What follows belongs to an exercise in optimizing a design on an open flow for small area; a production flow would make more cautious choices.
Only simulation tests tie the RTL to the original design; equivalence was not proved.
The clock port is modelled as an ideal driver; clocking choices that lean on that would not hold on a real chip.
No activity file was given, so power comes from the tool's default toggle rates.

--- design/flow/design.v ---
module reg_scoreboard (
    input  logic        clk,
    input  logic        rst,
    input  logic [31:1] wsel,    
    input  logic [31:1] rsel,    
    input  logic [31:1] dec1,    
    input  logic [31:1] dec2,    
    input  logic        hit1,    
    input  logic        hit2,    
    input  logic        rhit1,   
    input  logic        rhit2,   
    output logic        Busy1,
    output logic        Busy2,
    output logic        Stall
);
    logic [31:1] r_pending;
    always_ff @(posedge clk or posedge rst) begin
        if (rst) begin
            r_pending <= '0;
        end else begin
            r_pending <= rsel | (r_pending & ~wsel);
        end
    end
    logic w_p1;
    logic w_p2;
    reg_file_rdbit u_p1 (.sel({dec1, 1'b0}), .d({r_pending, 1'b0}), .y(w_p1));
    reg_file_rdbit u_p2 (.sel({dec2, 1'b0}), .d({r_pending, 1'b0}), .y(w_p2));
    assign Busy1 = w_p1 && !(hit1 && !rhit1);
    assign Busy2 = w_p2 && !(hit2 && !rhit2);
    assign Stall = Busy1 | Busy2;
endmodule
module reg_file_wb (
    input  logic        clk,
    input  logic        rst,
    input  logic        RegWrite,
    input  logic [4:0]  A3,
    input  logic [31:0] WD3,
    input  logic [4:0]  A1,
    input  logic [4:0]  A2,
    output logic [31:0] RD1,
    output logic [31:0] RD2,
    input  logic        Reserve,
    input  logic [4:0]  ARes,
    output logic        Busy1,
    output logic        Busy2,
    output logic        Stall
);
    logic [31:0] r_regs [1:31];
    logic [31:1] r_valid;
    logic [31:1] w_wsel;     
    logic [31:1] w_rsel;     
    logic [31:1] w_dec1;     
    logic [31:1] w_dec2;
    logic [31:0] w_sel1;     
    logic [31:0] w_sel2;
    logic        w_hit1;     
    logic        w_hit2;
    always_comb begin
        for (int i = 1; i < 32; i++) begin
            w_wsel[i] = RegWrite && (A3 == 5'(i));
            w_rsel[i] = Reserve && (ARes == 5'(i));
            w_dec1[i] = !rst && (A1 == 5'(i));
            w_dec2[i] = !rst && (A2 == 5'(i));
        end
    end
    always_ff @(posedge clk) begin
        for (int i = 1; i < 32; i++) begin
            if (w_wsel[i]) r_regs[i] <= WD3;
        end
    end
    always_ff @(posedge clk or posedge rst) begin
        if (rst) begin
            r_valid <= '0;
        end else begin
            r_valid <= r_valid | w_wsel;
        end
    end
    assign w_hit1 = !rst && RegWrite && (A1 == A3) && (A1 != 5'd0);
    assign w_hit2 = !rst && RegWrite && (A2 == A3) && (A2 != 5'd0);
    assign w_sel1 = {w_dec1 & r_valid & {31{!w_hit1}}, w_hit1};
    assign w_sel2 = {w_dec2 & r_valid & {31{!w_hit2}}, w_hit2};
    for (genvar b = 0; b < 32; b++) begin : g_bit
        logic [31:0] w_col;
        assign w_col[0] = WD3[b];
        for (genvar i = 1; i < 32; i++) begin : g_row
            assign w_col[i] = r_regs[i][b];
        end
        reg_file_rdbit u_rd1 (.sel(w_sel1), .d(w_col), .y(RD1[b]));
        reg_file_rdbit u_rd2 (.sel(w_sel2), .d(w_col), .y(RD2[b]));
    end
    reg_scoreboard u_scoreboard (
        .clk    (clk),
        .rst    (rst),
        .wsel   (w_wsel),
        .rsel   (w_rsel),
        .dec1   (w_dec1),
        .dec2   (w_dec2),
        .hit1   (w_hit1),
        .hit2   (w_hit2),
        .rhit1  (Reserve && (ARes == A1)),
        .rhit2  (Reserve && (ARes == A2)),
        .Busy1  (Busy1),
        .Busy2  (Busy2),
        .Stall  (Stall)
    );
endmodule
module reg_file_rdbit (
    input  logic [31:0] sel,
    input  logic [31:0] d,
    output logic        y
);
    logic [10:0] w_n;
    for (genvar k = 0; k < 10; k++) begin : g_ao
        reg_file_ao222 u_ao (
            .s0(sel[3*k]), .d0(d[3*k]), .s1(sel[3*k+1]), .d1(d[3*k+1]),
            .s2(sel[3*k+2]), .d2(d[3*k+2]), .y_n(w_n[k])
        );
    end
    reg_file_ao22 u_ao_last (
        .s0(sel[30]), .d0(d[30]), .s1(sel[31]), .d1(d[31]), .y_n(w_n[10])
    );
    assign y = ~&w_n;
endmodule
module reg_file_ao222 (
    input  logic s0, d0, s1, d1, s2, d2,
    output logic y_n
);
    assign y_n = ~((s0 & d0) | (s1 & d1) | (s2 & d2));
endmodule
module reg_file_ao22 (
    input  logic s0, d0, s1, d1,
    output logic y_n
);
    assign y_n = ~((s0 & d0) | (s1 & d1));
endmodule
--- design/flow/run.sh ---
#!/bin/bash
# synth_recipe.tcl (not shown) runs the flow's synth.tcl, then flattens the netlist and writes it again
# the make line also repeats each setting of config.mk as NAME=value (left out here)
make -C /OpenROAD-flow-scripts/flow DESIGN_CONFIG=/design/flow/config.mk WORK_HOME=/design/flow/orfs CLKGATE_MAP_FILE= SYNTH_SCRIPT=/design/flow/synth_recipe.tcl finish
--- design/flow/config.mk ---
export PLATFORM = sky130hd
export DESIGN_NAME = reg_file_wb
export DESIGN_NICKNAME = reg_file_wb
export VERILOG_FILES = /design/flow/design.v
export SDC_FILE = /design/flow/constraint.sdc
export NUM_CORES = 4
export LEC_CHECK = 0
export CAP_MARGIN = 20
export CORE_MARGIN = 2
export CORE_UTILIZATION = 30
export SETUP_SLACK_MARGIN = 0.4
export SLEW_MARGIN = 20
export SYNTH_HIERARCHICAL = 1
export SYNTH_MINIMUM_KEEP_SIZE = 0
--- design/flow/constraint.sdc ---
create_clock -name core_clock -period 6.5 [get_ports {clk}]
set_input_delay 1.3000 -clock core_clock [delete_from_list [all_inputs] [get_ports {clk}]]
set_output_delay 1.3000 -clock core_clock [all_outputs]
set_load 0.01 [all_outputs]
==> results of run 1 <==
[power by group]
group	total, mW	internal, mW	switching, mW
combinational	0.890	0.355	0.535
clock	6.07	3.41	2.67
sequential	7.71	7.59	0.122
[registers in the layout (all words and copies together), names as in the netlist]
register,cells
r_valid,31
r_regs,992
u_scoreboard.r_pending,31
[worst paths after layout]
path	start	end	slack, ns	depth (start not counted)
hold / removal	r_valid[8]	r_valid[8]	0.50	1
max in group asynchronous	rst	u_scoreboard.r_pending[1]	4.98	4
min in group asynchronous	rst	r_valid[3]	1.12	3
hold reg to reg	r_valid[8]	r_valid[8]	0.50	1
setup / recovery	A1[1]	RD1[22]	0.26	10
setup reg to reg	r_valid[28]	r_valid[28]	5.52	1
[cell type report]
cell class / count / area share (%)
multi-input cells: 1399 / 22.5
well taps: 1890 / 4.33
clock buffers: 125 / 4.95
diodes: 7 / 0.0321
inverters: 36 / 0.247
flip-flops and latches: 1054 / 57.4
clock inverters: 67 / 1.22
repair buffers: 446 / 9.30
[cells by family (layout without fill, tap and decap cells)]
family | after synthesis | in the layout | synth area share [%]
AOI/OAI and AO/OA | 763 | 763 | 17.9
and+or+nand+nor | 612 | 614 | 7.90
other | 1 | 11 | 0.00874
xor gates and xnor gates | 18 | 18 | 0.368
buffers and inverters | 76 | 674 | 0.718
DFF | 1054 | 1054 | 73.1
[modules after synthesis (local to each module, per instance)]
module / times used / flops+latches / area [sq um]
reg_scoreboard: 1 / 31 / 1170
reg_file_wb: 1 / 1023 / 32700
reg_file_ao22: 66 / 0 / 12.5
reg_file_rdbit: 66 / 0 / 23.8
reg_file_ao222: 660 / 0 / 10.0
[per-layer routing]
layer  vias to the layer above  part of all wire (%)  track usage, %
li1                      13100                     -               -
met1                     16800                    35            30.2
met2                      3338                    43            34.1
met3                       548                    17            8.14
met4                         0                   4.9            10.2
met5                         -                     0               0
[cell usage in the layout (no fill, tap or decap), types with 30 or more instances in the layout]
| cell | n |
|---|---|
| sky130_fd_sc_hd__nand2_1 | 43 |
| sky130_fd_sc_hd__clkdlybuf4s50_1 | 59 |
| sky130_fd_sc_hd__nand4_1 | 134 |
| sky130_fd_sc_hd__nor2_4 | 37 |
| sky130_fd_sc_hd__inv_1 | 36 |
| sky130_fd_sc_hd__a21o_1 | 31 |
| sky130_fd_sc_hd__or3_4 | 35 |
| sky130_fd_sc_hd__nor2_1 | 96 |
| sky130_fd_sc_hd__nand3_1 | 91 |
| sky130_fd_sc_hd__edfxtp_1 | 992 |
| sky130_fd_sc_hd__buf_12 | 77 |
| sky130_fd_sc_hd__a22oi_2 | 66 |
| sky130_fd_sc_hd__a222oi_1 | 660 |
| sky130_fd_sc_hd__clkbuf_16 | 105 |
| sky130_fd_sc_hd__or3_1 | 31 |
| sky130_fd_sc_hd__dfrtp_1 | 62 |
| sky130_fd_sc_hd__buf_4 | 201 |
| sky130_fd_sc_hd__dlygate4sd2_1 | 30 |
[timing repair]
item | in CTS | in global routing
gates resized for setup | 108 | 67
gates cloned | 7 | 0
pin swaps | 115 | 90
buffers inserted | 40 | 27
endpoints found under the setup margin | 64 | 51
[stage by stage]
step / hold WS [ns] / power [mW] / util, %
2_1_floorplan: 0.440 / 8.13 / -
3_3_place_gp: 0.474 / 8.67 / 35.1
3_5_place_dp: 0.478 / 8.69 / 35.1
4_1_cts: 0.496 / 14.7 / 38.2
5_1_grt: 0.526 / 15.0 / 38.5
6_report: 0.501 / 14.7 / 38.5
[critical path, cell delays in order]
cell                              delay (ns)
sky130_fd_sc_hd__clkdlybuf4s50_1        0.44
sky130_fd_sc_hd__buf_6                  0.14
sky130_fd_sc_hd__buf_4                  0.16
sky130_fd_sc_hd__or2_2                  0.38
sky130_fd_sc_hd__nor2_1                 0.68
sky130_fd_sc_hd__and3b_2                0.66
sky130_fd_sc_hd__a222oi_1               0.13
sky130_fd_sc_hd__nand4_1                0.24
sky130_fd_sc_hd__or3_4                  0.24
sky130_fd_sc_hd__clkdlybuf4s50_1        0.56
==> run summary, run 1 <==
Critical path:
- The critical setup path kind is in2out.
- STA classifies the critical path startpoint as an input port.
- Of all nets on the critical path, the largest fanout is 11.
- The data arrival at the endpoint of the critical path is 4.94 ns.
- The worst setup path is captured at an output pin.
- The critical path data required time is 5.20 ns.

Synthesis:
- Synthesis produced a netlist whose cell count is 2,524.
- In the synthesized netlist the async set-or-reset flop fraction comes to 5.88%.
- The leading cell type by number of instances after synthesis is sky130_fd_sc_hd__edfxtp_1.
- For this run, the number of Yosys warnings is 9.
- Sorting the synthesized cells by area gives the leading types as sky130_fd_sc_hd__edfxtp_1 (69%), sky130_fd_sc_hd__a222oi_1 (15%), sky130_fd_sc_hd__dfrtp_1 (3.6%), sky130_fd_sc_hd__nand4_1 (2.0%), sky130_fd_sc_hd__a22oi_2 (1.9%).
- The sequential cell area fraction in the yosys report is 73.1%.
- In this run, synthesis inferred 992 flip-flops with an integrated enable.
- The number of distinct library cells after synthesis is 36.
- The cell type with the highest aggregate area in the netlist is sky130_fd_sc_hd__edfxtp_1.
- The netlist area before placement is 42,900 sq um.
- By count the netlist is led by sky130_fd_sc_hd__edfxtp_1 (992), sky130_fd_sc_hd__a222oi_1 (660), sky130_fd_sc_hd__nor2_1 (135).
- The average size of a mapped cell is 17.0 sq um.
- The synthesized design devotes to its leading area cell type 69.4% of total area.
- Counting flops and latches in the post-synthesis netlist gives 1,054.
- The most frequently used flop master after synthesis is sky130_fd_sc_hd__edfxtp_1.

Min path:
- In this run the worst hold path is classified as reg2reg.

GRT:
- The overall track demand over capacity in global routing is 23.0%.
- The wire length of the first global-routing pass is 240 mm.
- The largest net degree at the start of global routing is 34.
- The via count of the first global-routing pass is 32.3k.
- The sum of overflow across all layers after global routing is 0.
- The number of antenna violations at the first check in global routing came to 14.

Placed design:
- Timing analysis after detailed placement gives a worst setup slack of -0.116 ns.
- The wire-length estimate of the detail-placed layout is between 100 and 150 mm.
- The number of placed instances, taps included, is 4,749.
- Input and output buffers added on the ports amount to 122.
- The placed instances occupy a cell area of 49,800 sq um.
- The placer congestion estimate is 0.940.

Clock tree:
- The total clock buffers created by CTS is 105.
- TritonCTS built the clock tree.
- The number of buffers on the longest clock path is 3.
- After clock tree synthesis, the clock-pin slew on the worst setup and hold paths is approximately 0.060 ns.
- The number of H-tree levels is 3.
- Clock latency on the worst-skew pair, taken at its later pin, is around 0.68 ns.
- Hold repair after CTS inserted 0 buffers.
- In this run the clock root is driven by a sky130_fd_sc_hd__clkbuf_16.
- The clock sink count is 1,054.

STA:
- The maximum clock rate is 0.160 GHz.
- The time the worst path needs with I/O delays and setup is roughly 6.2 ns.
- After layout, the worst setup slack is 0.257 ns.
- Setup repair after global routing could not meet its margin everywhere.
- For the final routed database, the setup TNS stands at 0 ns.
- The worst clock skew on the final layout is 0 ns.
- At the pin with the least slew margin, the transition time is roughly 1.2 ns.
- The final number of max-transition violations was 0.
- The number of endpoints with negative hold slack in the final report is 0.
- The post-route fraction of the period consumed by the critical path is 96.1%.
- The worst pin sits at a relative slew slack of around a fifth.
- The count of endpoints failing setup in the final report is 0.

Route:
- The total DRC errors in the routed layout is 0.
- The routed design has approximately 180 mm of wire.
- The number of vias in the routed layout is between 30k and 40k.
- Before antenna repair, the detailed router went through 14 iterations.
- After detailed routing, the number of vias per cell comes to 6.72.
- The routed length per instance is 35.0 um.
- The post-detailed-route count of antenna-violating nets is 0.
- The detailed router finished its first iteration with just under 9k violations.

Cells and area:
- Once layout is complete, the cells apart from fillers number 5,024.
- The net count of the finished layout is approximately 3.1k.
- The layout has 13.0k filler cells.
- Cells with a size suffix above 1 make up 22.2% of the layout.
- The sequential standard cell area is ~31,000 sq um.
- The area of the multi-input gates is ~12,000 sq um.
- The finished cells cover 54,600 sq um.
- Relative to the synthesized area, the layout overhead comes to 27.3%.

Die:
- The area of the placeable core is 142,000 sq um.
- The floorplan die width is 382 um.
- Once the floorplan was initialized, standard cells occupied 30.3% of the core.
- The die is 382 um tall.
- The count of boundary I/O pins is 123.
- The site row count is between 100 and 150.
- The die covers 146,000 sq um.

Job:
- The max-capacitance violation count is 0.

Run status:
- The flow ran to the end and the layout has no timing, DRC or antenna violations.

Pwr:
- The areal power density over the cells is ~270 nW/um^2.
- The worst-case IR drop observed on VDD is around 0.23 mV.
- The leakage power is 17.8 nW.
==> inputs of run 2 (changes only) <==
--- a/design/flow/config.mk
+++ b/design/flow/config.mk
@@ -7,8 +7,11 @@
 export LEC_CHECK = 0
 export CAP_MARGIN = 20
 export CORE_MARGIN = 2
-export CORE_UTILIZATION = 30
-export SETUP_SLACK_MARGIN = 0.4
+export CORE_UTILIZATION = 55
+export CTS_BUF_LIST = sky130_fd_sc_hd__clkbuf_4 sky130_fd_sc_hd__clkbuf_8
+export CTS_CLUSTER_DIAMETER = 50
+export CTS_CLUSTER_SIZE = 20
+export SETUP_SLACK_MARGIN = 0.1
 export SLEW_MARGIN = 20
 export SYNTH_HIERARCHICAL = 1
 export SYNTH_MINIMUM_KEEP_SIZE = 0
==> run 2 against run 1 <==
Still clean. Register-to-register slack improved by 0.10 ns. Maximum frequency fell by 3.2%. Routed wire length fell by 0.63%. Combinational power fell by 1%. Global-route usage rose by 19 points. Utilization rose by 28 points. First-iteration DRC count rose by 1.2%. Sequential cell count did not move. Largest cell class unchanged.
==> run summary, run 2 <==
Run status:
- The run finished with no timing, DRC or antenna violations.

Cells and area:
- The utilization after layout is 66.7% (+28 points).
- The post-layout instance count excluding filler cells is 4,148 (-17%).
- The layout filler cell count is 5,377 (-59%).
- The fraction of layout cells with a size suffix above 1 is 22.0% (-0.14 points).
- The flip-flop count of the largest register after layout is 992 (unchanged).
- The synthesis-to-finish area growth is 20.2%.
- The area of the multi-input gates is 12,100 sq um (-1.6%).
- Leaving out fill and tap cells, the most frequent cell in the layout is sky130_fd_sc_hd__edfxtp_1.
- The final net count came to 3,069 (-0.94%).
- The register with the highest flop count is r_regs.
- Leaving out fill and tap cells, the most frequent cells in the layout are sky130_fd_sc_hd__edfxtp_1 (992), sky130_fd_sc_hd__a222oi_1 (660), sky130_fd_sc_hd__buf_4 (222), sky130_fd_sc_hd__nand4_1 (134), sky130_fd_sc_hd__clkbuf_8 (104).
- The largest registers in the layout are r_regs: 992 flops, r_valid: 31 flops, u_scoreboard.r_pending: 31 flops.
- The sequential standard cell area is 31,300 sq um (unchanged).

STA:
- The worst hold slack is 0.506 ns (+0.00532 ns).
- The setup TNS came to 0 ns (unchanged).
- The maximum clock rate was 0.155 GHz (-3.2%).
- The post-route fraction of the period consumed by the critical path is 99.2% (+3.2 points).
- The number of endpoints with negative hold slack in the final report is 0 (unchanged).
- The relative slew slack is 17.1% (-1.7 points).
- The time the worst path needs with I/O delays and setup is 6.45 ns (+0.205 ns).
- The count of endpoints failing setup in the final report is 0 (unchanged).
- The worst clock skew on the final layout is 0 ns (unchanged).
- Setup repair after global routing left no endpoint under its margin.
- The final number of max-transition violations is 0 (unchanged).
- The transition time at the pin with the least slew margin came to 1.24 ns (+0.0262 ns).

Placed design:
- The cell count after placement is 3,917 (-18%).
- The count of buffers from port buffering is 122 (unchanged).
- The detailed placer's ending HPWL was 110 mm (+2.7%).
- The placer congestion estimate is 0.935 (-0.56%).

Min path:
- The cell depth of the worst min-delay path is 1 (unchanged).
- The startpoint identified for the worst hold timing path is r_valid[18].
- The worst hold path class is reg2reg.
- The terminating pin of the worst hold path is r_valid[18].

Critical path:
- The worst setup path is of the in2out kind.
- The element type at the critical path start is an input port.
- The data arrival at the endpoint of the critical path is 5.15 ns (+0.21 ns).
- The flop-to-flop setup slack was 5.62 ns (+0.10 ns).
- The number of cells traversed by the worst register-to-register path is 2 (+1).
- The biggest fanout along the worst timing path was 12 (+1).
- The endpoint identified for the worst register-to-register timing path is r_valid[29].
- The startpoint identified for the worst register-to-register timing path is r_valid[29].
- The critical path data required time came to 5.20 ns (about the same).
- The worst setup path is captured at an output pin.

Synthesis:
- The number of synthesized flops with an enable pin was 992 (unchanged).
- The sequential cell area fraction in the yosys report is 73.1% (unchanged).
- The netlist area before placement is 42,900 sq um (unchanged).
- In the synthesized netlist, the cells that appear most often are sky130_fd_sc_hd__edfxtp_1 (992), sky130_fd_sc_hd__a222oi_1 (660), sky130_fd_sc_hd__nor2_1 (135).
- The number of cells produced by synthesis is 2,524 (unchanged).
- The leading cell type by number of instances after synthesis is sky130_fd_sc_hd__edfxtp_1.
- The top cell type's share of synthesized area is 69.4% (unchanged).
- In the post-synthesis netlist, the biggest area contributors are sky130_fd_sc_hd__edfxtp_1 (69%), sky130_fd_sc_hd__a222oi_1 (15%), sky130_fd_sc_hd__dfrtp_1 (3.6%), sky130_fd_sc_hd__nand4_1 (2.0%), sky130_fd_sc_hd__a22oi_2 (1.9%).
- The average size of a mapped cell is 17.0 sq um (unchanged).
- The count of yosys warnings during synthesis is 9 (unchanged).
- Summed over all instances, the cell type with the most area after synthesis is sky130_fd_sc_hd__edfxtp_1.
- The proportion of synthesized flip-flops having asynchronous set or reset was 5.88% (unchanged).
- The number of distinct library cells after synthesis is 36 (unchanged).
- Among all flip-flop cells after synthesis, the most frequent one is sky130_fd_sc_hd__edfxtp_1.
- The synthesized flop and latch total is 1,054 (unchanged).

Pwr:
- The peak ir drop on the vdd network is 0.197 mV (-14%).
- The areal power density over the cells is 256 nW/um^2 (-4.9%).
- The leakage power was 16.6 nW (-6.8%).

Clock tree:
- The clock sink count is 1,054 (unchanged).
- The clock input transition at the sequential cells of the worst setup and hold paths was 0.08 ns (+0.02 ns).
- The tree is rooted in a sky130_fd_sc_hd__clkbuf_8.
- The number of buffers on the longest clock path is 3 (unchanged).
- The total clock buffers created by CTS is 104 (-0.95%).
- The total of hold buffers inserted after clock tree synthesis is 0 (unchanged).
- The number of H-tree levels is 3 (unchanged).
- The CTS tree is yes.
- The latest clock arrival within the worst-skew pair is 0.74 ns (+0.06 ns).

Die:
- The floorplan die width was 283 um (-26%).
- The site row count came to 102 (-26%).
- The total die area was 80,200 sq um (-45%).
- The count of boundary I/O pins is 123 (unchanged).
- The area of the placeable core is 77,300 sq um (-45%).
- The floorplan die height is 283 um (-26%).
- The initial standard-cell utilization of the core is 55.5% (+25 points).

Route:
- The number of vias in the routed layout is 34.0k (+0.71%).
- The post-detailed-route count of antenna-violating nets came to 0 (unchanged).
- The total DRC errors in the routed layout came to 0 (unchanged).
- The total iterations of the first detailed-routing run came to 13 (-1).
- The mean number of vias per cell is 8.20 (+22%).
- The number of violations reported at the end of detailed-routing iteration 0 is 8,817 (+1.2%).
- The post-detailed-routing wire length is 175 mm (-0.63%).
- The routed length per instance came to 42.1 um (+20%).

GRT:
- The largest net degree at the start of global routing was 35 (+2.9%).
- The overall track demand over capacity in global routing is 42.4% (+19 points).
- The wire length of the first global-routing pass is 242 mm (+0.46%).
- The sum of overflow across all layers after global routing is 0 (unchanged).
- The via count of the first global-routing pass is 33.1k (+2.7%).
- The number of antenna violations at the first check in global routing is 8 (-6).

Job:
- The max-capacitance violation count is 0 (unchanged).
==> run 2: cell counts after synthesis <==
No cell type changed its count.
==> run 2: routing by layer <==
metal  global-route usage [%]  vias up  wire length, um
met1                     56.7    16800            58800
met4                     21.8        2            10500
met2                     63.7     3508            76900
met3                     12.1      690            28500
met5                        0        -               10
li1                         -    13000                -
==> run 2: how the worst max path moves through the flow <==
stage / start / to / slack [ns] / depth (start not counted)
global placement: A2[3] / RD2[5] / -0.25 / 14
CTS: A1[1] / RD1[14] / 0.05 / 14
finish: A1[1] / RD1[22] / 0.05 / 12
global route: A1[0] / RD1[30] / 0.10 / 13
floorplan: rst / RD2[0] / 0.16 / 9
detailed placement: A2[3] / RD2[5] / -0.26 / 14
==> run 2: stage by stage <==
stage | setup slack [ns] | power (mW) | cell area [sq um]
after floorplan | 0.165 | 8.13 | 43000
after global placement | -0.252 | 8.66 | 48700
after detailed placement | -0.258 | 8.69 | 48700
after CTS | 0.0465 | 13.1 | 51400
after global routing | 0.101 | 13.5 | 51600
final | 0.0516 | 13.2 | 51600
==> run 2: modules after synthesis (local to each module, per instance) <==
module          times used  area, sq um  cells  flip-flops and latches
reg_file_ao222         660         10.0      1                       0
reg_file_rdbit          66         23.8      4                       0
reg_file_ao22           66         12.5      1                       0
reg_scoreboard           1         1170    100                      31
reg_file_wb              1        32700   1434                    1023
==> run 2: what timing repair did <==
action                                  CTS  global route
endpoints found under the setup margin   58            51
buffers inserted                         20             8
gates resized for setup                  39            22
hold endpoints to repair                  0             0
pin swaps                                48            25
gates cloned                              0             1
==> run 2: report_power, final <==
group | internal (mW) | leakage (nW) | switching, mW
Sequential | 7.58 | 9.66 | 0.118
Combinational | 0.341 | 5.74 | 0.537
Clock | 1.85 | 1.18 | 2.76
==> run 2: area by class of cell <==
| cell class | count | area share (%) |
|---|---|---|
| sequential | 1054 | 60.8 |
| multi-input combinational | 1398 | 23.5 |
| timing repair buffer | 419 | 8.32 |
| clock buffer | 107 | 2.82 |
| tap | 1040 | 2.52 |
| clock inverter | 87 | 1.76 |
| inverter | 36 | 0.262 |
| antenna | 7 | 0.0340 |
==> run 2: worst max-delay path, cell delays in order <==
cell	delay, ns
sky130_fd_sc_hd__clkdlybuf4s50_1	0.44
sky130_fd_sc_hd__or4_1	0.55
sky130_fd_sc_hd__a21oi_1	0.24
sky130_fd_sc_hd__nor4_4	0.09
sky130_fd_sc_hd__buf_12	0.15
sky130_fd_sc_hd__buf_4	0.13
sky130_fd_sc_hd__nor3_4	0.65
sky130_fd_sc_hd__buf_4	0.39
sky130_fd_sc_hd__a222oi_1	0.13
sky130_fd_sc_hd__nand4_1	0.33
sky130_fd_sc_hd__or3_1	0.19
sky130_fd_sc_hd__clkdlybuf4s50_1	0.54
==> run 2: kinds of logic (layout without fill, tap and decap cells) <==
| kind of cell | Yosys count | after routing | share of synthesized area, % |
|---|---|---|---|
| flip-flops | 1054 | 1054 | 73.1 |
| AO/OA/AOI/OAI | 763 | 763 | 17.9 |
| AND/OR/NAND/NOR | 612 | 613 | 7.90 |
| buffers and inverters | 76 | 649 | 0.718 |
| XOR/XNOR | 18 | 18 | 0.368 |
| other | 1 | 11 | 0.00874 |
==> inputs of run 3 (changes only) <==
==> design/flow/flow/run.sh (new file) <==
#!/bin/bash
# Own layout flow: the standard ORFS flow with three changes, all made
# through ORFS's own variables appended to config.mk:
#   * the port buffers are buf_2 instead of the default pick;
#   * clock tree synthesis without dummy loads, using larger sink clusters;
#   * every combinational gate set to its smallest size before placement;
#   * a power (size) recovery pass after clock tree synthesis, which
#     downsizes gates that have timing slack to spare.
# Each tool's full output is kept under orfs/logs (ORFS) and in flow_*.log here.
set -euo pipefail
here=$(pwd)
cat >> config.mk <<EOF
export BUFFER_PORTS_ARGS = -buffer_cell sky130_fd_sc_hd__buf_2
export CTS_ARGS = -sink_clustering_enable -repair_clock_nets -dont_use_dummy_load -buf_list {sky130_fd_sc_hd__clkbuf_8 sky130_fd_sc_hd__clkbuf_16} -sink_clustering_size 24 -sink_clustering_max_diameter 50
export POST_CTS_TCL = $here/flow/post_cts.tcl
export PRE_GLOBAL_PLACE_TCL = $here/flow/pre_place.tcl
EOF
bash standard.sh > flow_standard.log 2>&1
==> design/flow/flow/post_cts.tcl (new file) <==
# Downsize gates with spare slack, keeping the setup margin, then make sure
# the placement is still legal.
log_cmd repair_timing -recover_power 100 -setup_margin 0.4
detailed_placement
check_placement -verbose
==> design/flow/flow/pre_place.tcl (new file) <==
# Synthesis sizes gates without knowing their loads. Before placement, set
# every combinational gate to its smallest drive strength; the placement and
# timing repair that follow size up again only what the layout needs.
set n 0
foreach inst [get_cells *] {
  set ref [get_property $inst ref_name]
  if {![regexp {^sky130_fd_sc_hd__(.+)_([0-9]+)$} $ref -> base size]} { continue }
  if {[regexp {^(df|edf|sdf|dl|conb|tap|fill|decap|diode|clk)} $base]} { continue }
  set best ""
  set best_area [get_property [get_lib_cells */$ref] area]
  foreach s {0 1 2} {
    if {$s >= $size} { break }
    set cand [get_lib_cells -quiet */sky130_fd_sc_hd__${base}_$s]
    if {$cand eq ""} { continue }
    set a [get_property $cand area]
    if {$a < $best_area} { set best sky130_fd_sc_hd__${base}_$s; set best_area $a }
  }
  if {$best ne ""} {
    replace_cell $inst $best
    incr n
  }
}
puts "pre_place: downsized $n gates"
==> design/flow/standard.sh (new file) <==
#!/bin/bash
# synth_recipe.tcl (not shown) runs the flow's synth.tcl, then flattens the netlist and writes it again
# the make line also repeats each setting of config.mk as NAME=value (left out here)
make -C /OpenROAD-flow-scripts/flow DESIGN_CONFIG=/design/flow/config.mk WORK_HOME=/design/flow/orfs CLKGATE_MAP_FILE= SYNTH_SCRIPT=/design/flow/synth_recipe.tcl "${@:-finish}"
--- a/design/flow/config.mk
+++ b/design/flow/config.mk
@@ -8,10 +8,11 @@
 export CAP_MARGIN = 20
 export CORE_MARGIN = 2
 export CORE_UTILIZATION = 55
-export CTS_BUF_LIST = sky130_fd_sc_hd__clkbuf_4 sky130_fd_sc_hd__clkbuf_8
-export CTS_CLUSTER_DIAMETER = 50
-export CTS_CLUSTER_SIZE = 20
 export SETUP_SLACK_MARGIN = 0.1
 export SLEW_MARGIN = 20
 export SYNTH_HIERARCHICAL = 1
 export SYNTH_MINIMUM_KEEP_SIZE = 0
+export BUFFER_PORTS_ARGS = -buffer_cell sky130_fd_sc_hd__buf_2
+export CTS_ARGS = -sink_clustering_enable -repair_clock_nets -dont_use_dummy_load -buf_list {sky130_fd_sc_hd__clkbuf_8 sky130_fd_sc_hd__clkbuf_16} -sink_clustering_size 24 -sink_clustering_max_diameter 50
+export POST_CTS_TCL = /design/flow/flow/post_cts.tcl
+export PRE_GLOBAL_PLACE_TCL = /design/flow/flow/pre_place.tcl
removed: design/flow/run.sh
==> run 3 against run 2 <==
Still clean. Final cell count down 4.6%. Power rose by 1.6%. Critical path depth down 1. Routed wire length up 3.6%. Via count is 0.33% lower. Synthesized area is the same. Combinational power down 16%. Final area decreased by 4.3%. Utilization shrank 2.8 points. Highest routed layer unchanged.
==> run summary, run 3 <==
Run status:
- The flow ran to the end and the layout has no timing, DRC or antenna violations.

Route:
- The routed length per instance is 45.7 um (+8.6%).
- The total iterations of the first detailed-routing run is 14 (+1).
- The post-detailed-routing wire length is 181 mm (+3.6%).
- The mean number of vias per cell is 8.57 (+4.5%).
- The post-detailed-route count of antenna-violating nets is 0 (unchanged).
- The total DRC errors in the routed layout is 0 (unchanged).
- The number of vias in the routed layout is 33.9k (-0.33%).
- The number of violations reported at the end of detailed-routing iteration 0 was 9,429 (+6.9%).

Die:
- The floorplan die width is 283 um (unchanged).
- The count of boundary I/O pins is 123 (unchanged).
- The floorplan die height came to 283 um (unchanged).
- The total die area was 80,200 sq um (unchanged).
- The initial standard-cell utilization of the core is 55.5% (unchanged).
- The site row count is 102 (unchanged).
- The area of the placeable core is 77,300 sq um (unchanged).

Synthesis:
- The proportion of synthesized flip-flops having asynchronous set or reset came to 5.88% (unchanged).
- The average size of a mapped cell is 17.0 sq um (unchanged).
- The synthesized flop and latch total is 1,054 (unchanged).
- The number of distinct library cells after synthesis is 36 (unchanged).
- The number of synthesized flops with an enable pin was 992 (unchanged).
- By count the netlist is led by sky130_fd_sc_hd__edfxtp_1 (992), sky130_fd_sc_hd__a222oi_1 (660), sky130_fd_sc_hd__nor2_1 (135).
- The netlist area before placement is 42,900 sq um (unchanged).
- The leading cell type by number of instances after synthesis is sky130_fd_sc_hd__edfxtp_1.
- The count of yosys warnings during synthesis is 9 (unchanged).
- The number of cells produced by synthesis is 2,524 (unchanged).
- By area the synthesized netlist is led by sky130_fd_sc_hd__edfxtp_1 (69%), sky130_fd_sc_hd__a222oi_1 (15%), sky130_fd_sc_hd__dfrtp_1 (3.6%), sky130_fd_sc_hd__nand4_1 (2.0%), sky130_fd_sc_hd__a22oi_2 (1.9%).
- The top cell type's share of synthesized area is 69.4% (unchanged).
- The sequential cell area fraction in the yosys report is 73.1% (unchanged).
- Of all cell types, the one taking the most synthesized area is sky130_fd_sc_hd__edfxtp_1.
- Among all flip-flop cells after synthesis, the most frequent one is sky130_fd_sc_hd__edfxtp_1.

Min path:
- The tightest min-delay check is of the reg2reg type.

Critical path:
- The data arrival at the endpoint of the critical path is 5.04 ns (-0.11 ns).
- The critical path data required time came to 5.20 ns (about the same).
- The biggest fanout along the worst timing path came to 20 (+8).
- The cell class contributing the biggest share of worst-path delay is simple AND/OR/NAND/NOR gates.
- The buffers plus inverters on the worst setup path was 4 (-1).
- The element type at the critical path end is an output pin.
- The slowest stage of the critical path is the sky130_fd_sc_hd__nor3_2 cell.
- The maximum cell stage delay along the critical path was 0.83 ns (+0.18 ns).
- The element type at the critical path start is an input port.
- The signal on the critical path passes through buf_2 -> or4_1 -> a21oi_1 -> nor4_2 -> buf_12 -> nor3_2 -> clkbuf_2 -> a222oi_1 -> nand4_1 -> or3_1 -> clkbuf_1.
- The critical setup path kind is in2out.

STA:
- The post-route fraction of the period consumed by the critical path was 97.5% (-1.7 points).
- The minimum setup slack in the final design came to 0.164 ns (+0.113 ns).
- The maximum clock rate is 0.158 GHz (+1.8%).
- The worst clock skew on the final layout is 0 ns (unchanged).
- The count of endpoints failing setup in the final report is 0 (unchanged).
- The relative slew slack came to 13.2% (-3.9 points).
- The final number of max-transition violations is 0 (unchanged).
- The time the worst path needs with I/O delays and setup is 6.34 ns (-0.113 ns).
- Setup repair after global routing left no endpoint under its margin.
- The transition time at the pin with the least slew margin came to 1.29 ns (+0.0537 ns).
- The number of endpoints with negative hold slack in the final report is 0 (unchanged).
- The setup TNS is 0 ns (unchanged).

GRT:
- The overall track demand over capacity in global routing is 44.0% (+1.6 points).
- The wire length of the first global-routing pass was 246 mm (+1.9%).
- The largest net degree at the start of global routing is 35 (unchanged).
- The via count of the first global-routing pass is 32.3k (-2.4%).
- The sum of overflow across all layers after global routing is 0 (unchanged).
- The number of antenna violations at the first check in global routing is 8 (unchanged).

Pwr:
- The internal power summed over all cells is 10.4 mW (+7.0%).
- The areal power density over the cells is 271 nW/um^2 (+6.1%).
- The leakage power is 15.8 nW (-4.6%).
- The clock network fraction of design power is 36.9% (+2.0 points).
- The part of the power in registers is 57.6% (-0.8 points).
- The peak ir drop on the vdd network is 0.222 mV (+13%).
- The net switching power of the design is 2.94 mW (-14%).
- The part of the total power dissipated in combinational logic is 5.5% (-1.2 points).
- The switching power share of the total came to 22.0% (-3.9 points).

Cells and area:
- In the final layout, the registers with the most flip-flops are r_regs: 992 flops, r_valid: 31 flops, u_scoreboard.r_pending: 31 flops.
- The fraction of layout cells with a size suffix above 1 is 16.5% (-5.6 points).
- The register with the highest flop count is r_regs.
- The library cells used most frequently in the layout, excluding fill and tap cells, are sky130_fd_sc_hd__edfxtp_1 (992), sky130_fd_sc_hd__a222oi_1 (660), sky130_fd_sc_hd__nand4_1 (134), sky130_fd_sc_hd__buf_4 (110).
- The flip-flop count of the largest register after layout is 992 (unchanged).
- The synthesis-to-finish area growth is 15.1%.
- The final net count came to 2,966 (-3.4%).
- The library cell used most frequently in the layout, excluding fill and tap cells, is sky130_fd_sc_hd__edfxtp_1.

Clock tree:
- The CTS tree is yes.
- The clock sink count was 1,054 (unchanged).
- The clock input transition at the sequential cells of the worst setup and hold paths is 0.06 ns (-0.02 ns).
- The latest clock arrival within the worst-skew pair is 0.66 ns (-0.08 ns).

Placed design:
- The count of buffers from port buffering came to 122 (unchanged).
- The worst setup timing slack at the placement stage is 0.497 ns (+0.756 ns).
- The placer congestion estimate is 0.962 (+2.9%).
- The detailed placer's ending HPWL is 106 mm (-3.8%).

Job:
- The max-capacitance violation count was 0 (unchanged).
==> run 3: path summary, 6_finish.rpt <==
path | to | slack, ns | depth (start not counted) | start
setup / recovery | RD1[13] | 0.16 | 11 | A1[1]
hold / removal | r_valid[6] | 0.49 | 1 | r_valid[6]
setup reg to reg | r_valid[13] | 5.66 | 1 | r_valid[13]
hold reg to reg | r_valid[6] | 0.49 | 1 | r_valid[6]
max in group asynchronous | u_scoreboard.r_pending[7] | 5.06 | 2 | rst
min in group asynchronous | r_valid[14] | 0.95 | 3 | rst
==> run 3: power by group through the flow <==
stage	registers, mW	clock network [mW]	logic, mW
6_report	7.71	4.94	0.741
5_1_grt	7.72	5.20	0.763
3_5_place_dp	7.84	0	0.715
3_3_place_gp	7.83	0	0.700
2_1_floorplan	7.80	0	0.327
==> run 3: kinds of logic (layout without fill, tap and decap cells) <==
logic type             Yosys count  after routing  synth area share (%)
XOR/XNOR                        18             18                 0.368
AND/OR/NAND/NOR                612            612                  7.90
other                            1             13               0.00874
AO/OA/AOI/OAI                  763            763                  17.9
flip-flops                    1054           1054                  73.1
buffers and inverters           76            457                 0.718
==> run 3: per-stage QoR <==
| stage | hold slack (ns) | power (mW) | area [sq um] | util (%) | std cells |
|---|---|---|---|---|---|
| finish | 0.494 | 13.4 | 49400 | 63.8 | 3957 |
| global route | 0.499 | 13.7 | 49300 | 63.8 | 3950 |
| detailed placement | 0.472 | 8.56 | 46300 | 59.8 | 3814 |
| global placement | 0.464 | 8.53 | 46200 | 59.8 | 3812 |
| floorplan | 0.440 | 8.13 | 43000 | - | 2527 |
==> run 3: metal layers <==
layer / wire (um) / part of all wire, % / track usage [%] / up-vias
met5: 34 / 0.019 / 0 / -
met4: 12400 / 6.9 / 26.7 / 6
met3: 32200 / 18 / 15.7 / 790
met2: 78600 / 43 / 64.3 / 3718
met1: 57800 / 32 / 56.4 / 16700
li1: - / - / - / 12700
==> run 3: final cells by class <==
class | instances | area [sq um]
clock buffer | 98 | 2450
antenna | 9 | 22.5
tap | 1040 | 1300
fill | 5611 | 28000
inverter | 36 | 135
timing repair buffer | 323 | 2730
multi-input combinational | 1397 | 11400
sequential | 1054 | 31300
==> run 3: per-module statistics from Yosys, one instance, submodules excluded <==
module          times used  area [sq um]
reg_scoreboard           1          1170
reg_file_rdbit          66          23.8
reg_file_wb              1         32700
reg_file_ao22           66          12.5
reg_file_ao222         660          10.0
==> inputs of run 4 (changes only) <==
--- a/design/flow/flow/run.sh
+++ b/design/flow/flow/run.sh
@@ -11,7 +11,7 @@
 here=$(pwd)
 cat >> config.mk <<EOF
 export BUFFER_PORTS_ARGS = -buffer_cell sky130_fd_sc_hd__buf_2
-export CTS_ARGS = -sink_clustering_enable -repair_clock_nets -dont_use_dummy_load -buf_list {sky130_fd_sc_hd__clkbuf_8 sky130_fd_sc_hd__clkbuf_16} -sink_clustering_size 24 -sink_clustering_max_diameter 50
+export CTS_ARGS = -sink_clustering_enable -repair_clock_nets -dont_use_dummy_load -buf_list {sky130_fd_sc_hd__clkbuf_8 sky130_fd_sc_hd__clkbuf_16} -sink_clustering_size 28 -sink_clustering_max_diameter 80
 export POST_CTS_TCL = $here/flow/post_cts.tcl
 export PRE_GLOBAL_PLACE_TCL = $here/flow/pre_place.tcl
 EOF
--- a/design/flow/config.mk
+++ b/design/flow/config.mk
@@ -13,6 +13,6 @@
 export SYNTH_HIERARCHICAL = 1
 export SYNTH_MINIMUM_KEEP_SIZE = 0
 export BUFFER_PORTS_ARGS = -buffer_cell sky130_fd_sc_hd__buf_2
-export CTS_ARGS = -sink_clustering_enable -repair_clock_nets -dont_use_dummy_load -buf_list {sky130_fd_sc_hd__clkbuf_8 sky130_fd_sc_hd__clkbuf_16} -sink_clustering_size 24 -sink_clustering_max_diameter 50
+export CTS_ARGS = -sink_clustering_enable -repair_clock_nets -dont_use_dummy_load -buf_list {sky130_fd_sc_hd__clkbuf_8 sky130_fd_sc_hd__clkbuf_16} -sink_clustering_size 28 -sink_clustering_max_diameter 80
 export POST_CTS_TCL = /design/flow/flow/post_cts.tcl
 export PRE_GLOBAL_PLACE_TCL = /design/flow/flow/pre_place.tcl
==> run 4 against run 3 <==
Worst hold slack worse by 0.0022 ns. Largest power group unchanged. Sequential power hardly changed. Worst setup slack gained 0.042 ns. Routed wire length is 0.94% lower. Combinational power hardly changed. Power fell by 12%. Synthesized cell count is the same. Still clean on timing, DRC and antenna. Final cell count decreased by 1.3%. Via count is 1.2% lower. Maximum frequency grew 0.67%. Critical endpoint unchanged.
==> run summary, run 4 <==
STA:
- Setup repair after global routing left no endpoint under its margin.
- The relative slew slack is 17.6% (+4.3 points).
- The count of endpoints failing setup in the final report is 0 (unchanged).
- The worst clock skew on the final layout is 0 ns (unchanged).
- The post-route fraction of the period consumed by the critical path is 96.8% (-0.65 points).
- The time the worst path needs with I/O delays and setup came to 6.29 ns (-0.0422 ns).
- The final number of max-transition violations came to 0 (unchanged).
- The transition time at the pin with the least slew margin is 1.23 ns (-0.0643 ns).
- The maximum clock rate is 0.159 GHz (+0.67%).
- The number of endpoints with negative hold slack in the final report is 0 (unchanged).
- The setup TNS came to 0 ns (unchanged).

Route:
- The total DRC errors in the routed layout is 0 (unchanged).
- The mean number of vias per cell came to 8.58 (+0.19%).
- The post-detailed-routing wire length is 179 mm (-0.94%).
- The number of vias in the routed layout is 33.5k (-1.2%).
- The post-detailed-route count of antenna-violating nets was 0 (unchanged).
- The number of violations reported at the end of detailed-routing iteration 0 is 9,117 (-3.3%).
- The total iterations of the first detailed-routing run is 14 (unchanged).
- The routed length per instance is 45.9 um (+0.41%).

Pwr:
- The leakage power is 15.2 nW (-3.8%).
- The peak ir drop on the vdd network was 0.208 mV (-6.4%).
- The power consumption is 11.8 mW (-12%).
- The areal power density over the cells is 245 nW/um^2 (-9.6%).

Synthesis:
- The mux share of post-synthesis cell area was 0% (unchanged).
- The proportion of synthesized flip-flops having asynchronous set or reset was 5.88% (unchanged).
- The number of distinct library cells after synthesis came to 36 (unchanged).
- The leading cell type by number of instances after synthesis is sky130_fd_sc_hd__edfxtp_1.
- The arithmetic-cell share of the synthesized area counting full adders, half adders and majority gates came to 0% (unchanged).
- The average size of a mapped cell is 17.0 sq um (unchanged).
- The netlist area before placement was 42,900 sq um (unchanged).
- The synthesized flop and latch total is 1,054 (unchanged).
- The simple logic cell fraction of the synthesized area came to 7.90% (unchanged).
- The xor/xnor share of the synthesized area is 0.368% (unchanged).
- After synthesis, the largest family of logic cells by area is compound AO/OA/AOI/OAI gates.
- Among all flip-flop cells after synthesis, the most frequent one is sky130_fd_sc_hd__edfxtp_1.
- The top cell type's share of synthesized area is 69.4% (unchanged).
- The number of synthesized flops with an enable pin is 992 (unchanged).
- sky130_fd_sc_hd__edfxtp_1 takes more of the synthesized area than any other cell.
- The compound-gate portion of the synthesized area came to 17.9% (unchanged).
- The count of yosys warnings during synthesis is 9 (unchanged).
- The number of cells produced by synthesis was 2,524 (unchanged).
- In the synthesized netlist, the cells that appear most often are sky130_fd_sc_hd__edfxtp_1 (992), sky130_fd_sc_hd__a222oi_1 (660), sky130_fd_sc_hd__nor2_1 (135).
- Sorting the synthesized cells by area gives the leading types as sky130_fd_sc_hd__edfxtp_1 (69%), sky130_fd_sc_hd__a222oi_1 (15%), sky130_fd_sc_hd__dfrtp_1 (3.6%), sky130_fd_sc_hd__nand4_1 (2.0%), sky130_fd_sc_hd__a22oi_2 (1.9%).
- The sequential cell area fraction in the yosys report is 73.1% (unchanged).

Clock tree:
- TritonCTS built the clock tree.
- The clock sink count is 1,054 (unchanged).
- The latest clock arrival within the worst-skew pair is 0.61 ns (-0.05 ns).
- The clock input transition at the sequential cells of the worst setup and hold paths is 0.05 ns (about the same).

Run status:
- The flow ran to the end and the layout has no timing, DRC or antenna violations.

Cells and area:
- The area of the multi-input gates came to 11,400 sq um (about the same).
- The library cells used most frequently in the layout, excluding fill and tap cells, are sky130_fd_sc_hd__edfxtp_1 (992), sky130_fd_sc_hd__a222oi_1 (660), sky130_fd_sc_hd__nand4_1 (134), sky130_fd_sc_hd__buf_4 (110), sky130_fd_sc_hd__nor2_1 (98).
- The flip-flop count of the largest register after layout is 992 (unchanged).
- The utilization after layout is 62.2% (-1.6 points).
- The layout filler cell count is 5,715 (+1.9%).
- The synthesis-to-finish area growth is 12.2%.
- The post-layout instance count excluding filler cells is 3,904 (-1.3%).
- Leaving out fill and tap cells, the most frequent cell in the layout is sky130_fd_sc_hd__edfxtp_1.
- The register with the highest flop count is r_regs.
- In the final layout, the registers with the most flip-flops are r_regs: 992 flops, r_valid: 31 flops, u_scoreboard.r_pending: 31 flops.
- The fraction of layout cells with a size suffix above 1 is 15.0% (-1.4 points).
- The final net count is 2,917 (-1.7%).
- The sequential standard cell area was 31,300 sq um (unchanged).

Critical path:
- The biggest fanout along the worst timing path is 20 (unchanged).
- The critical path data required time is 5.20 ns (about the same).
- The critical setup path kind is in2out.
- STA classifies the critical path startpoint as an input port.
- The data arrival at the endpoint of the critical path is 4.99 ns (-0.05 ns).
- The element type at the critical path end is an output pin.

GRT:
- The largest net degree at the start of global routing is 35 (unchanged).
- The via count of the first global-routing pass came to 31.9k (-1.3%).
- The overall track demand over capacity in global routing is 43.5% (-0.50 points).
- The wire length of the first global-routing pass was 244 mm (-0.96%).
- The number of antenna violations at the first check in global routing is 9 (+1).
- The sum of overflow across all layers after global routing is 0 (unchanged).

Placed design:
- The placer congestion estimate is 0.962 (unchanged).
- The count of buffers from port buffering is 122 (unchanged).
- The cell count after placement is 3,814 (unchanged).
- The detailed placer's ending HPWL is 106 mm (unchanged).

Min path:
- The path class of the tightest hold or removal check is reg2reg.

Die:
- The floorplan die width is 283 um (unchanged).
- The total die area is 80,200 sq um (unchanged).
- The floorplan die height was 283 um (unchanged).
- The site row count was 102 (unchanged).
- The initial standard-cell utilization of the core came to 55.5% (unchanged).
- The area of the placeable core is 77,300 sq um (unchanged).
- The count of boundary I/O pins came to 123 (unchanged).

Job:
- The max-capacitance violation count was 0 (unchanged).
==> run 4: layout make-up <==
class	count	share of cell area, %
repair buffers	324	5.72
well taps	1040	2.70
diodes	5	0.0260
inverters	36	0.281
clock buffers	48	2.50
flip-flops and latches	1054	65.1
multi-input cells	1397	23.6
==> run 4: stage by stage <==
step | cell area, sq um | hold slack, ns | worst slack [ns]
finish | 48100 | 0.492 | 0.206
global route | 48100 | 0.515 | 0.246
detailed placement | 46300 | 0.472 | 0.497
global placement | 46200 | 0.464 | 0.424
floorplan | 43000 | 0.440 | 0.165
==> run 4: final timing paths <==
path | from | end | slack [ns] | depth (start not counted)
hold / removal | r_valid[6] | r_valid[6] | 0.49 | 1
max in group asynchronous | rst | u_scoreboard.r_pending[18] | 5.05 | 2
setup / recovery | A1[1] | RD1[13] | 0.21 | 11
setup reg to reg | r_valid[31] | r_valid[31] | 5.66 | 1
hold reg to reg | r_valid[6] | r_valid[6] | 0.49 | 1
min in group asynchronous | rst | u_scoreboard.r_pending[29] | 0.98 | 2
==> run 4: modules after synthesis (local to each module, per instance) <==
module / flip-flops and latches / cells inside / copies in the design
reg_file_rdbit: 0 / 4 / 66
reg_scoreboard: 31 / 100 / 1
reg_file_ao22: 0 / 1 / 66
reg_file_ao222: 0 / 1 / 660
reg_file_wb: 1023 / 1434 / 1
==> run 4: power by group <==
group / leakage, nW / internal (mW) / switching [mW] / total [mW]
logic: 4.96 / 0.223 / 0.515 / 0.738
clock network: 0.592 / 1.32 / 2.04 / 3.36
registers: 9.66 / 7.58 / 0.118 / 7.70
total: 15.2 / 9.13 / 2.67 / 11.8
==> run 4: critical path: stages <==
cell	delay (ns)
sky130_fd_sc_hd__buf_2	0.16
sky130_fd_sc_hd__or4_1	0.54
sky130_fd_sc_hd__a21oi_1	0.19
sky130_fd_sc_hd__nor4_2	0.10
sky130_fd_sc_hd__buf_12	0.17
sky130_fd_sc_hd__nor3_2	0.78
sky130_fd_sc_hd__clkbuf_2	0.72
sky130_fd_sc_hd__a222oi_1	0.26
sky130_fd_sc_hd__nand4_1	0.20
sky130_fd_sc_hd__or3_1	0.24
sky130_fd_sc_hd__clkbuf_1	0.26
==> run 4: cells by family (layout without fill, tap and decap cells) <==
logic type / after synthesis / count (layout)
flops: 1054 / 1054
compound gates: 763 / 763
simple gates: 612 / 612
buf+inv: 76 / 408
xor+xnor: 18 / 18
other cells: 1 / 9
==> run 4: per-layer routing <==
metal | GRT usage (%) | vias up | wire [um]
li1 | - | 12600 | -
met1 | 55.9 | 16600 | 58000
met2 | 64.1 | 3695 | 78600
met3 | 15.3 | 685 | 31300
met4 | 25.5 | 12 | 11400
met5 | 0 | - | 90
==> inputs of run 5 (changes only) <==
--- a/design/flow/config.mk
+++ b/design/flow/config.mk
@@ -7,7 +7,7 @@
 export LEC_CHECK = 0
 export CAP_MARGIN = 20
 export CORE_MARGIN = 2
-export CORE_UTILIZATION = 55
+export CORE_UTILIZATION = 62
 export SETUP_SLACK_MARGIN = 0.1
 export SLEW_MARGIN = 20
 export SYNTH_HIERARCHICAL = 1
==> run 5 against run 4 <==
Routed wire length down 3.0%. Utilization increased by 7.6 points. Synthesized cell count unchanged. Final cell count down 2.9%. Sequential cell count unchanged. First-iteration DRC count rose by 2.9%.
==> run summary, run 5 <==
Run status:
- The flow ran to the end and the layout has no timing, DRC or antenna violations.

Cells and area:
- The leading cell type in the layout, fill and taps excluded is sky130_fd_sc_hd__edfxtp_1.
- The flip-flop count of the largest register after layout was 992 (unchanged).
- The area of the multi-input gates came to 11,400 sq um (+0.24%).
- Relative to the synthesized area, the layout overhead comes to 11.6%.
- The utilization after layout is 69.8% (+7.6 points).
- The fraction of layout cells with a size suffix above 1 was 14.5% (-0.53 points).
- The sequential standard cell area is 31,300 sq um (unchanged).
- The largest registers in the layout are r_regs: 992 flops, r_valid: 31 flops, u_scoreboard.r_pending: 31 flops.
- The register with the highest flop count is r_regs.
- The layout filler cell count is 4,585 (-20%).
- In the layout the commonest cells are sky130_fd_sc_hd__edfxtp_1 (992), sky130_fd_sc_hd__a222oi_1 (660), sky130_fd_sc_hd__nand4_1 (134), sky130_fd_sc_hd__buf_4 (104), sky130_fd_sc_hd__nor2_1 (100).
- The final net count was 2,905 (-0.41%).
- The post-layout instance count excluding filler cells is 3,789 (-2.9%).

Critical path:
- The maximum cell stage delay along the critical path is 0.51 ns (-0.27 ns).
- Broken down by cell family, the worst path's largest delay share belongs to buffers and inverters.
- The most used cell along the critical path is sky130_fd_sc_hd__clkbuf_1.
- The critical path data required time is 5.20 ns (about the same).
- The worst setup path is of the in2out kind.
- The depth of the critical timing path with buffers and inverters included was 12 (+1).
- On the critical path, the stage with the largest delay is an instance of sky130_fd_sc_hd__clkbuf_2.
- The biggest fanout along the worst timing path is 24 (+20%).
- The number of cells traversed by the worst register-to-register path was 1 (unchanged).
- The data arrival at the endpoint of the critical path is 5.06 ns (+0.07 ns).
- STA classifies the critical path startpoint as an input port.
- The buffers plus inverters on the worst setup path is 6 (+2).
- STA classifies the critical path endpoint as an output pin.
- The signal on the critical path passes through clkbuf_1 -> inv_1 -> nand2_1 -> nor4_2 -> buf_12 -> clkbuf_2 -> nor4b_2 -> buf_4 -> a222oi_1 -> nand4_1 -> or3_1 -> clkbuf_1.

Min path:
- The min-delay analysis places its worst path in the category reg2reg.
- The cell depth of the worst min-delay path is 1 (unchanged).

Synthesis:
- The number of cells produced by synthesis is 2,524 (unchanged).
- The netlist area before placement was 42,900 sq um (unchanged).
- By count the netlist is led by sky130_fd_sc_hd__edfxtp_1 (992), sky130_fd_sc_hd__a222oi_1 (660), sky130_fd_sc_hd__nor2_1 (135).
- The average size of a mapped cell was 17.0 sq um (unchanged).
- By area the synthesized netlist is led by sky130_fd_sc_hd__edfxtp_1 (69%), sky130_fd_sc_hd__a222oi_1 (15%), sky130_fd_sc_hd__dfrtp_1 (3.6%), sky130_fd_sc_hd__nand4_1 (2.0%), sky130_fd_sc_hd__a22oi_2 (1.9%).
- The leading cell type by number of instances after synthesis is sky130_fd_sc_hd__edfxtp_1.
- The biggest area contributor in the post-synthesis netlist is sky130_fd_sc_hd__edfxtp_1.
- The top cell type's share of synthesized area is 69.4% (unchanged).
- The count of yosys warnings during synthesis is 9 (unchanged).
- The number of distinct library cells after synthesis is 36 (unchanged).
- The proportion of synthesized flip-flops having asynchronous set or reset is 5.88% (unchanged).
- The sequential cell area fraction in the yosys report was 73.1% (unchanged).
- The synthesized flop and latch total came to 1,054 (unchanged).
- The number of synthesized flops with an enable pin is 992 (unchanged).
- The most used flip-flop cell after synthesis is sky130_fd_sc_hd__edfxtp_1.

GRT:
- The overall track demand over capacity in global routing was 48.4% (+5.0 points).
- The largest net degree at the start of global routing came to 35 (unchanged).
- The via count of the first global-routing pass was 32.9k (+3.1%).
- The wire length of the first global-routing pass came to 238 mm (-2.3%).
- The number of antenna violations at the first check in global routing is 18 (+9).
- The sum of overflow across all layers after global routing is 0 (unchanged).

STA:
- The count of endpoints failing setup in the final report is 0 (unchanged).
- The maximum clock rate is 0.157 GHz (-1.0%).
- Setup repair after global routing left no endpoint under its margin.
- The setup TNS is 0 ns (unchanged).
- The post-route fraction of the period consumed by the critical path came to 97.8% (+1.0 points).
- The transition time at the pin with the least slew margin is 1.26 ns (+0.0258 ns).
- The worst clock skew on the final layout came to 0 ns (unchanged).
- The final number of max-transition violations is 0 (unchanged).
- The time the worst path needs with I/O delays and setup is 6.36 ns (+0.0649 ns).
- The number of endpoints with negative hold slack in the final report came to 0 (unchanged).
- The relative slew slack came to 16.3% (-1.3 points).

Die:
- The area of the placeable core is 68,600 sq um (-11%).
- The initial standard-cell utilization of the core was 62.5% (+7.1 points).
- The floorplan die height came to 267 um (-5.7%).
- The floorplan die width was 267 um (-5.7%).
- The site row count is 96 (-5.9%).
- The total die area is 71,300 sq um (-11%).
- The count of boundary I/O pins was 123 (unchanged).

Clock tree:
- TritonCTS built the clock tree.
- The clock input transition at the sequential cells of the worst setup and hold paths is 0.11 ns (+0.06 ns).
- The clock sink count is 1,054 (unchanged).
- The latest clock arrival within the worst-skew pair is 0.65 ns (+0.04 ns).

Route:
- The number of vias in the routed layout came to 33.7k (+0.71%).
- The number of violations reported at the end of detailed-routing iteration 0 came to 9,385 (+2.9%).
- The post-detailed-route count of antenna-violating nets is 0 (unchanged).
- The total iterations of the first detailed-routing run came to 22 (+8).
- The post-detailed-routing wire length is 174 mm (-3.0%).
- The mean number of vias per cell is 8.91 (+3.8%).
- The routed length per instance came to 45.9 um (about the same).
- The total DRC errors in the routed layout is 0 (unchanged).

Placed design:
- The placer congestion estimate came to 0.941 (-2.2%).
- The detailed placer's ending HPWL was 102 mm (-3.7%).
- The count of buffers from port buffering is 122 (unchanged).
- The cell count after placement is 3,691 (-3.2%).

Pwr:
- The power consumption is 11.7 mW (-0.70%).
- The part of the total power dissipated in combinational logic is 6.2% (about the same).
- The clock network fraction of design power was 28.1% (-0.4 points).
- The part of the power in registers is 65.7% (+0.4 points).
- The net switching power of the design is 2.61 mW (-2.1%).
- The internal power summed over all cells is 9.10 mW (-0.28%).
- The leakage power is 15.1 nW (-0.66%).
- The peak ir drop on the vdd network came to 0.305 mV (+46%).
- The switching power share of the total is 22.3% (-0.32 points).
- The areal power density over the cells came to 245 nW/um^2 (-0.18%).

Job:
- The max-capacitance violation count was 0 (unchanged).
==> run 5: cell count changes in the layout (fill, tap and decap cells not counted), moves of 2 or more <==
cell	change
sky130_fd_sc_hd__nor2_1	+2
sky130_fd_sc_hd__nor3_2	-6
sky130_fd_sc_hd__nor3_4	+6
sky130_fd_sc_hd__buf_2	-3
sky130_fd_sc_hd__buf_4	-6
sky130_fd_sc_hd__diode_2	+6
sky130_fd_sc_hd__clkbuf_4	+5
sky130_fd_sc_hd__clkbuf_1	+2
sky130_fd_sc_hd__buf_16	-3
sky130_fd_sc_hd__clkbuf_2	-5
==> run 5: layout make-up <==
cell class / instances / area share [%]
antenna: 11 / 0.0575
clock buffer: 47 / 2.46
inverter: 36 / 0.282
multi-input combinational: 1397 / 23.8
sequential: 1054 / 65.5
tap: 931 / 2.43
timing repair buffer: 313 / 5.48
==> run 5: logic make-up (layout without fill, tap and decap cells) <==
| group | Yosys count | count (layout) | share of synthesized area, % |
|---|---|---|---|
| XOR/XNOR | 18 | 18 | 0.368 |
| AO/OA/AOI/OAI | 763 | 763 | 17.9 |
| buffers and inverters | 76 | 396 | 0.718 |
| other | 1 | 15 | 0.00874 |
| AND/OR/NAND/NOR | 612 | 612 | 7.90 |
| flip-flops | 1054 | 1054 | 73.1 |
==> run 5: power by group through the flow <==
stage	clock [mW]	combinational, mW	sequential [mW]
after floorplan	0	0.327	7.80
after global placement	0	0.677	7.83
after detailed placement	0	0.692	7.84
after global routing	3.47	0.745	7.71
final	3.29	0.725	7.70
==> run 5: metal layers <==
metal,vias to the layer above,wire length [um],global-route usage [%]
li1,12500,-,-
met2,3978,74000,70.2
met4,14,14500,34.0
met5,-,144,0.832
met1,16200,52100,58.2
met3,1000,33200,21.2
==> run 5: final timing paths <==
| check | start | endpoint | slack [ns] |
|---|---|---|---|
| setup reg to reg | r_valid[4] | r_valid[4] | 5.65 |
| max in group asynchronous | rst | r_valid[28] | 5.09 |
| min in group asynchronous | rst | u_scoreboard.r_pending[6] | 0.90 |
| hold reg to reg | r_valid[21] | r_valid[21] | 0.51 |
| setup / recovery | rst | RD2[9] | 0.14 |
| hold / removal | r_valid[21] | r_valid[21] | 0.51 |
==> run 5: Yosys stat by module, one instance, submodules excluded <==
module,flip-flops and latches,copies in the design,cell area (sq um)
reg_file_ao22,0,66,12.5
reg_file_ao222,0,660,10.0
reg_file_rdbit,0,66,23.8
reg_file_wb,1023,1,32700
reg_scoreboard,31,1,1170
==> run 5: per-stage QoR <==
step	cell area (sq um)	hold slack (ns)	setup WS (ns)
after floorplan	43000	0.440	0.165
final	47900	0.508	0.142
after global routing	47900	0.522	0.127
after detailed placement	46000	0.473	0.362
after global placement	46000	0.464	0.429
==> inputs of run 6 (changes only) <==
==> design/flow/flow/run.sh (replaced) <==
#!/bin/bash
# Own layout flow: the standard ORFS flow with these changes, all made
# through ORFS's own variables appended to config.mk:
#   * the port buffers are buf_2 instead of the default pick;
#   * clock tree synthesis without dummy loads, using larger sink clusters;
#   * every combinational gate set to its smallest size before placement;
#   * gain-based buffering before the resize step (placement not timing-driven);
#   * a power (size) recovery pass after clock tree synthesis, which
#     downsizes gates that have timing slack to spare.
# Each tool's full output is kept under orfs/logs (ORFS) and in flow_*.log here.
set -euo pipefail
here=$(pwd)
cat >> config.mk <<EOF
export BUFFER_PORTS_ARGS = -buffer_cell sky130_fd_sc_hd__buf_2
export CTS_ARGS = -sink_clustering_enable -repair_clock_nets -dont_use_dummy_load -buf_list {sky130_fd_sc_hd__clkbuf_8 sky130_fd_sc_hd__clkbuf_16} -sink_clustering_size 28 -sink_clustering_max_diameter 80
export POST_CTS_TCL = $here/flow/post_cts.tcl
export PRE_GLOBAL_PLACE_TCL = $here/flow/pre_place.tcl
export PRE_RESIZE_TCL = $here/flow/pre_resize.tcl
EOF
bash standard.sh > flow_standard.log 2>&1
==> design/flow/flow/pre_resize.tcl (new file) <==
# Repair slew, capacitance and fanout with gain-based buffering before ORFS's
# own repair_design pass, which then finds little or nothing left to fix.
set_dont_use $::env(DONT_USE_CELLS)
estimate_parasitics -placement
log_cmd repair_design -buffer_gain 4.0 -cap_margin $::env(CAP_MARGIN) -slew_margin $::env(SLEW_MARGIN) -verbose
--- a/design/flow/config.mk
+++ b/design/flow/config.mk
@@ -7,7 +7,8 @@
 export LEC_CHECK = 0
 export CAP_MARGIN = 20
 export CORE_MARGIN = 2
-export CORE_UTILIZATION = 62
+export CORE_UTILIZATION = 55
+export GPL_TIMING_DRIVEN = 0
 export SETUP_SLACK_MARGIN = 0.1
 export SLEW_MARGIN = 20
 export SYNTH_HIERARCHICAL = 1
@@ -16,3 +17,4 @@
 export CTS_ARGS = -sink_clustering_enable -repair_clock_nets -dont_use_dummy_load -buf_list {sky130_fd_sc_hd__clkbuf_8 sky130_fd_sc_hd__clkbuf_16} -sink_clustering_size 28 -sink_clustering_max_diameter 80
 export POST_CTS_TCL = /design/flow/flow/post_cts.tcl
 export PRE_GLOBAL_PLACE_TCL = /design/flow/flow/pre_place.tcl
+export PRE_RESIZE_TCL = /design/flow/flow/pre_resize.tcl
==> run 6 against run 5 <==
The run now fails in placement repair (3_4_place_resized). Synthesized cell count unchanged. Synthesized area unchanged.
==> run summary, run 6 <==
Synthesis:
- The sequential cell area fraction in the yosys report was 73.1% (unchanged).
- The xor/xnor share of the synthesized area is 0.368% (unchanged).
- The average size of a mapped cell is 17.0 sq um (unchanged).
- The synthesized flop and latch total is 1,054 (unchanged).
- The netlist area before placement is 42,900 sq um (unchanged).
- The arithmetic-cell share of the synthesized area counting full adders, half adders and majority gates is 0% (unchanged).
- The simple logic cell fraction of the synthesized area was 7.90% (unchanged).
- The number of synthesized flops with an enable pin is 992 (unchanged).
- After synthesis, the largest family of logic cells by area is compound AO/OA/AOI/OAI gates.
- The leading cell type by number of instances after synthesis is sky130_fd_sc_hd__edfxtp_1.
- The proportion of synthesized flip-flops having asynchronous set or reset is 5.88% (unchanged).
- The cell type with the highest aggregate area in the netlist is sky130_fd_sc_hd__edfxtp_1.
- The compound-gate portion of the synthesized area came to 17.9% (unchanged).
- The top cell type's share of synthesized area came to 69.4% (unchanged).
- The most used flip-flop cell after synthesis is sky130_fd_sc_hd__edfxtp_1.
- The number of cells produced by synthesis is 2,524 (unchanged).
- Ranked by total cell area, the synthesized netlist is headed by sky130_fd_sc_hd__edfxtp_1 (69%), sky130_fd_sc_hd__a222oi_1 (15%), sky130_fd_sc_hd__dfrtp_1 (3.6%), sky130_fd_sc_hd__nand4_1 (2.0%), sky130_fd_sc_hd__a22oi_2 (1.9%).
- The count of yosys warnings during synthesis is 9 (unchanged).
- The number of distinct library cells after synthesis is 36 (unchanged).
- Sorting the synthesized cells by how often they occur yields sky130_fd_sc_hd__edfxtp_1 (992), sky130_fd_sc_hd__a222oi_1 (660), sky130_fd_sc_hd__nor2_1 (135).
- The mux share of post-synthesis cell area is 0% (unchanged).

Placed design:
- The placer congestion estimate was 0.922 (-2.0%).
- The count of buffers from port buffering came to 109 (-11%).

Die:
- The initial standard-cell utilization of the core is 55.5% (-7.1 points).
- The floorplan die width came to 283 um (+6.1%).
- The floorplan die height is 283 um (+6.1%).
- The count of boundary I/O pins was 123 (unchanged).
- The site row count was 102 (+6.3%).

Run status:
- The last stage the flow got to is placement repair (3_4_place_resized).
- The first error in the log reads "[ERROR EST-0104] inconsistent parasitics state".
- The flow did not finish.
==> run 6: logic make-up after synthesis <==
| family | Yosys count |
|---|---|
| AO/OA/AOI/OAI | 763 |
| XOR/XNOR | 18 |
| buffers and inverters | 76 |
| flip-flops | 1054 |
| other | 1 |
| AND/OR/NAND/NOR | 612 |
==> run 6: power groups by stage <==
stage	combinational [mW]	sequential [mW]	clock, mW
global placement	0.652	7.83	0
floorplan	0.327	7.80	0
==> run 6: stage by stage <==
| step | hold WS, ns | power [mW] | setup slack [ns] | area (sq um) | TNS [ns] |
|---|---|---|---|---|---|
| after global placement | 0.461 | 8.48 | -7.90 | 44300 | -488.56 |
| after floorplan | 0.440 | 8.13 | 0.165 | 43000 | 0 |
==> run 6: how the worst max path moves through the flow <==
stage | startpoint | end | slack [ns] | depth (start not counted)
after floorplan | rst | RD2[0] | 0.16 | 9
after global placement | rst | RD2[29] | -7.90 | 11
==> run 6: modules after synthesis, one instance, submodules excluded <==
module	area, sq um	flops+latches	cells inside	copies in the design
reg_file_ao222	10.0	0	1	660
reg_file_ao22	12.5	0	1	66
reg_file_rdbit	23.8	0	4	66
reg_file_wb	32700	1023	1434	1
reg_scoreboard	1170	31	100	1

-- separate check: timing with driven ports --
How much do the figures lean on ideal ports? The routed layouts below were timed once more, with nothing changed but the port constraints.
Step 1 (the two cells are an assumption about what drives the block):
set clk [get_ports {clk}]
set_driving_cell -lib_cell sky130_fd_sc_hd__clkbuf_16 $clk
set_driving_cell -lib_cell sky130_fd_sc_hd__buf_2 [delete_from_list [all_inputs] $clk]
Step 2 times the ports against the registers' clock, not the clock port: input delays grow and output delays shrink by t, the midpoint of the rising clock arrivals with the driver on.
Slacks: ideal ports / drivers / drivers and shift; pairs: ideal ports / drivers.
run | t (ns) | slack for setup (ns) | worst setup path at the end | latest minus earliest clock arrival (ns)
run 1 | 0.780 | 0.257 / 0.235 / 0.235 | input to output | 0.028 / 0.029
run 2 | 0.824 | 0.052 / 0.029 / 0.029 | input to output | 0.068 / 0.069
run 3 | 0.720 | 0.164 / 0.144 / 0.144 | input to output | 0.073 / 0.073
run 4 | 0.700 | 0.206 / 0.187 / 0.187 | input to output | 0.101 / 0.102
run 5 | 0.714 | 0.142 / 0.120 / 0.120 | input to output | 0.053 / 0.053
After both steps setup and hold are still met in every run listed. The setup slack of run 2, which loses most, moves by -0.023 ns with the drivers and by -0.023 ns with both steps.
